Source: an optimization exercise on an open RTL-to-GDS flow (aim: small area and a short achievable clock period). Production flows keep margins and buffers that such runs may drop. Function was checked by simulation only, so behaviour that the tests miss may differ from the original. Power figures rest on the tool's default switching activity, not on a simulated workload.

== before ==
==> flow/design.v (excerpt) <==
module frame_buffer_top (
	input  wire logic                     clk_133M,
	input  wire logic                     rst_133,
	input  wire logic [9:0]               cam_i,         
	input  wire logic                     cam_valid_i,
	output logic [5:0]                     cmd_o,         
	output logic                          cmd_valid_o,
	input  wire logic                     cmd_ready_i,
	output logic [fb_pkg::PIX_W-1:0]      wr_data_o,
	output logic                          wr_valid_o,
	input  wire logic                     wr_ready_i,
	input  wire logic [fb_pkg::PIX_W-1:0] rd_data_i,
	input  wire logic                     rd_valid_i,
	input  wire logic                     frame_start_i,
	output logic [fb_pkg::PIX_W-1:0]      pix_o,
	output logic                          pix_valid_o,
	input  wire logic                     pix_ready_i
);
	logic [fb_pkg::PIX_W-1:0]   cam_pix;
  ...
Size: ~4,000 cells after synthesis, ~75 I/O pins, about 77,000 µm² of cells after synthesis.
export LEC_CHECK = 0
export ABC_CLOCK_PERIOD_IN_PS = 2500
export CAP_MARGIN = 20
export CORE_MARGIN = 2
export CORE_UTILIZATION = 45
export CTS_CLUSTER_DIAMETER = 100
export CTS_CLUSTER_SIZE = 30
export SETUP_SLACK_MARGIN = 2.9
export SLEW_MARGIN = 20
export TNS_END_PERCENT = 20
create_clock -name core_clock -period 5.5 [get_ports {clk_133M}]
standard.sh (not shown) runs the stock make flow with config.mk's settings and CLKGATE_MAP_FILE= SYNTH_SCRIPT=/design/flow/synth_recipe.tcl, a recipe that flattens the netlist after the stock synthesis.
==> flow/flow/run.sh <==
#!/bin/bash
set -euo pipefail
bash standard.sh \
	"BUFFER_PORTS_ARGS=-buffer_cell sky130_fd_sc_hd__buf_4" \
	SKIP_VT_SWAP=1 SKIP_CRIT_VT_SWAP=1 \
	finish > flow_make.log 2>&1
Inputs modified between before and after:
- a change of CORE_UTILIZATION from 45 to 50
==> flow/run.sh (new file) <==
#!/bin/bash
# synth_recipe.tcl (not shown) runs the flow's synth.tcl, then flattens the netlist and writes it again
# the make line also repeats each setting of config.mk as NAME=value (left out here)
make -C /OpenROAD-flow-scripts/flow DESIGN_CONFIG=/design/flow/config.mk WORK_HOME=/design/flow/orfs CLKGATE_MAP_FILE= SYNTH_SCRIPT=/design/flow/synth_recipe.tcl finish
removed: flow/flow/run.sh
removed: flow/standard.sh
--- outcome ---
- after went all the way through the flow, and no timing, DRC or antenna check failed.
- On hold slack, after does better than before.
- Compared after vs before, and post-route fraction of the period consumed by the critical path is up in after.
- On final period demand of the worst path: between after and before, it ends up lower for before.
- On largest voltage drop on the vdd net: between after and before, it ends up higher for after.
- Per the comparison of after with before, post-route total power shrank by about 0.3%; post-layout net count ~0 delta; wire length moved up; die boundary height went down.
- Clock-buffer cell count in after is 4 below before.
- Compare after and before | die footprint lower: after

* * *

frame_buffer_top, a different RTL version from the one above (not shown whole).
For scale: roughly 2100 flip-flops, ~75 I/O pins, about 78000 um^2 of cells after synthesis.
## frame_buffer_top
module frame_buffer_top (
	input  wire logic                     clk_133M,
	input  wire logic                     rst_133,
	input  wire logic [9:0]               cam_i,         
	input  wire logic                     cam_valid_i,
	output logic [5:0]                     cmd_o,         
	output logic                          cmd_valid_o,
	input  wire logic                     cmd_ready_i,
	output logic [fb_pkg::PIX_W-1:0]      wr_data_o,
	output logic                          wr_valid_o,
	input  wire logic                     wr_ready_i,
	input  wire logic [fb_pkg::PIX_W-1:0] rd_data_i,
	input  wire logic                     rd_valid_i,
	input  wire logic                     frame_start_i,
	output logic [fb_pkg::PIX_W-1:0]      pix_o,
	output logic                          pix_valid_o,
	input  wire logic                     pix_ready_i
);
export LEC_CHECK = 0
export ABC_CLOCK_PERIOD_IN_PS = 2500
export CAP_MARGIN = 20
export CORE_MARGIN = 2
export CORE_UTILIZATION = 45
export CTS_CLUSTER_DIAMETER = 100
export CTS_CLUSTER_SIZE = 30
export SETUP_SLACK_MARGIN = 3.0
export SLEW_MARGIN = 20
export TNS_END_PERCENT = 100
create_clock -name core_clock -period 5.5 [get_ports {clk_133M}]
==> flow/flow/run.sh <==
#!/bin/bash
set -euo pipefail
ARGS=("BUFFER_PORTS_ARGS=-buffer_cell sky130_fd_sc_hd__buf_4" SKIP_VT_SWAP=1 SKIP_CRIT_VT_SWAP=1)
RES=orfs/results/${FLOW_PLATFORM}/frame_buffer_top/base
bash standard.sh "${ARGS[@]}" place > flow_place.log 2>&1
cp "$RES/3_place.odb" "$RES/3_place_unmoved.odb"
IN_ODB="$RES/3_place_unmoved.odb" OUT_ODB="$RES/3_place_moved.odb" \
	openroad -no_init -exit flow/move_io.tcl > flow_move_io.log 2>&1
cp "$RES/3_place_moved.odb" "$RES/3_place.odb"
bash standard.sh "${ARGS[@]}" finish > flow_finish.log 2>&1
==> flow/flow/move_io.tcl <==
# Move each output port's buffer next to its pin, and the flip-flop that
# drives that buffer (when it drives little else) just inside it, then
# legalize.  Reads and writes the placed database named by IN_ODB / OUT_ODB.
read_liberty $::env(FLOW_HOME)/platforms/sky130hd/lib/sky130_fd_sc_hd__tt_025C_1v80.lib
read_db $::env(IN_ODB)
set b [ord::get_db_block]
set core [$b getCoreArea]
set cx0 [$core xMin]; set cy0 [$core yMin]; set cx1 [$core xMax]; set cy1 [$core yMax]
proc clampx {x} { upvar cx0 cx0 cx1 cx1; expr {max($cx0, min($cx1 - 20000, $x))} }
proc clampy {y} { upvar cy0 cy0 cy1 cy1; expr {max($cy0, min($cy1 - 3000, $y))} }
set moved 0
foreach bt [$b getBTerms] {
  if {[$bt getIoType] != "OUTPUT"} continue
  set net [$bt getNet]
  set bb [[lindex [$bt getBPins] 0] getBBox]
  set px [expr {([$bb xMin] + [$bb xMax]) / 2}]
  set py [expr {([$bb yMin] + [$bb yMax]) / 2}]
  # the port's buffer
  set buf ""
  foreach it [$net getITerms] { if {[$it isOutputSignal]} { set buf [$it getInst] } }
  if {$buf == ""} continue
  set x [clampx $px]; set y [clampy $py]
  $buf setLocation $x $y
  # the flip-flop driving the buffer
  foreach it [$buf getITerms] {
    if {![$it isInputSignal]} continue
    set n2 [$it getNet]
    if {$n2 == "NULL"} continue
    set drv ""
    set nload 0
    foreach it2 [$n2 getITerms] { if {[$it2 isOutputSignal]} { set drv [$it2 getInst] } else { incr nload } }
    if {$drv == ""} continue
    if {![[$drv getMaster] isSequential]} continue
    if {$nload > 2} continue
    set dx 0; set dy 0
    if {$px <= $cx0} {set dx 8000} elseif {$px >= $cx1} {set dx -8000} elseif {$py <= $cy0} {set dy 5440} else {set dy -5440}
    $drv setLocation [clampx [expr {$x + $dx}]] [clampy [expr {$y + $dy}]]
    incr moved
  }
}
puts "moved $moved flops"
detailed_placement
check_placement
write_db $::env(OUT_ODB)
The first run produced a clean layout.
Then changed:
==> flow/flow/run.sh (replaced) <==
#!/bin/bash
set -euo pipefail
bash standard.sh \
	"BUFFER_PORTS_ARGS=-buffer_cell sky130_fd_sc_hd__buf_4" \
	SKIP_VT_SWAP=1 SKIP_CRIT_VT_SWAP=1 \
	finish > flow_make.log 2>&1
removed: flow/flow/move_io.tcl
The new run completed without violations.
Wire length goes down by 1.6%.
Critical path depth goes down by 3.
Worst setup slack gains 8.4 ps.
Register-to-register slack gains 98 ps.
Via count goes down by 0.80%.
Final cell count goes down by 0.71%.
Die area stays the same.
Power goes down by 0.87%.
Then changed:
Settings changed: SETUP_SLACK_MARGIN 3.0 to 3.2.
Effect:
- The new run completed without violations
- routed wire length went up by a few percent
- sequential share of layout area goes down by 1.4 points
- register-to-register slack is better by 60 ps
- synthesized cell count does not change
- via count goes up slightly
- final cell count goes up slightly
- non-clock buffer count rises by 73

* * *

## exp/tundra
Another version of the RTL of frame_buffer_top (not shown whole).
Size: about 4200 cells after synthesis, about 2100 flip-flops, ~77000 sq um of cells after synthesis.
export LEC_CHECK = 0
export ABC_CLOCK_PERIOD_IN_PS = 2500
export CAP_MARGIN = 20
export CORE_MARGIN = 2
export CORE_UTILIZATION = 40
export CTS_CLUSTER_DIAMETER = 100
export CTS_CLUSTER_SIZE = 30
export SETUP_SLACK_MARGIN = 3.0
export SLEW_MARGIN = 20
export TNS_END_PERCENT = 100
create_clock -name core_clock -period 5.5 [get_ports {clk_133M}]
==> flow/flow/run.sh <==
#!/bin/bash
set -euo pipefail
bash standard.sh \
	"BUFFER_PORTS_ARGS=-buffer_cell sky130_fd_sc_hd__buf_4" \
	SKIP_VT_SWAP=1 SKIP_CRIT_VT_SWAP=1 \
	finish > flow_make.log 2>&1
exp/tundra ended with every stage complete and zero timing, DRC or antenna violations.
--- input diff exp/tundra..exp/willow ---
- swapping 40 for 50 in CORE_UTILIZATION
Notes after the runs:
There was hardly any difference in routed wire length between exp/tundra and exp/willow.
Compared with exp/tundra, exp/willow is hungrier on power.
Final cell count: exp/willow vs exp/tundra down about 7%
Sort exp/tundra and exp/willow by fraction of final layout cells sized beyond drive strength 1, descending, and exp/willow comes first.
In exp/willow relative to exp/tundra, total setup buffers inserted after CTS had gone up by a little under 10%.
Taking exp/tundra as 1.0, exp/willow lands at 1.15 on layout buffer count excluding clock buffers.
Against exp/tundra, exp/willow reports a worst setup slack before clock tree synthesis that is higher.
Summary of exp/willow over exp/tundra: global-route wire length before repair flat; sequential share of layout area held.
The setup slack in exp/willow sits 0.043 ns below the value recorded for exp/tundra.
Here is what was changed in the inputs of exp/garnet compared with exp/willow.
- CORE_UTILIZATION now 45, was 50
Notes after the runs:
exp/garnet reports its beginning of the critical path as wr_fifo.idx_lo[3] while exp/willow reports wr_fifo.idx_lo[2].
exp/garnet against exp/willow: die span in y climbed about 5.4%, fraction of standard cell area that is sequential climbed 0.20 points, wire length dropped 0.96%.

re-timing with driven ports:
The results above use ideal ports. As a check the final layouts listed here were re-extracted and re-timed, cells and wires unchanged. Step 1 sets driving cells, clkbuf_16 on the clock port and buf_2 on the other inputs (assumed; they add their load-dependent delay and slew). Step 2 times the ports against the registers' clock, not the clock port: input delays grow and output delays shrink by t, the midpoint of the rising clock arrivals with the driver on. a / b / c = ideal ports / drivers / drivers and shift; a / b = the first two.
run	t (ns)	slack for setup (ns)	hold WS [ns]	pins driven straight from the clock port
before	0.808	2.859 / 2.817 / 2.129	0.106 / 0.056 / 0.430	1
after	0.807	2.742 / 2.656 / 2.005	0.305 / 0.275 / 0.436	1
the first run of note 2	0.807	2.982 / 2.971 / 2.256	0.365 / 0.329 / 0.413	1
the second run of note 2	0.814	2.991 / 2.916 / 2.311	0.338 / 0.301 / 0.406	1
the third run of note 2	0.814	2.991 / 2.917 / 2.570	0.339 / 0.303 / 0.410	1
exp/tundra	0.792	2.995 / 2.949 / 2.400	0.363 / 0.342 / 0.432	1
exp/willow	0.794	2.952 / 2.952 / 2.188	0.413 / 0.383 / 0.441	1
exp/garnet	0.817	3.021 / 2.966 / 2.217	0.337 / 0.281 / 0.431	1
After both steps every run listed still meets setup and hold. For exp/garnet, which loses most, drivers alone change the setup slack by -0.055 ns; drivers and shift together by -0.804 ns.
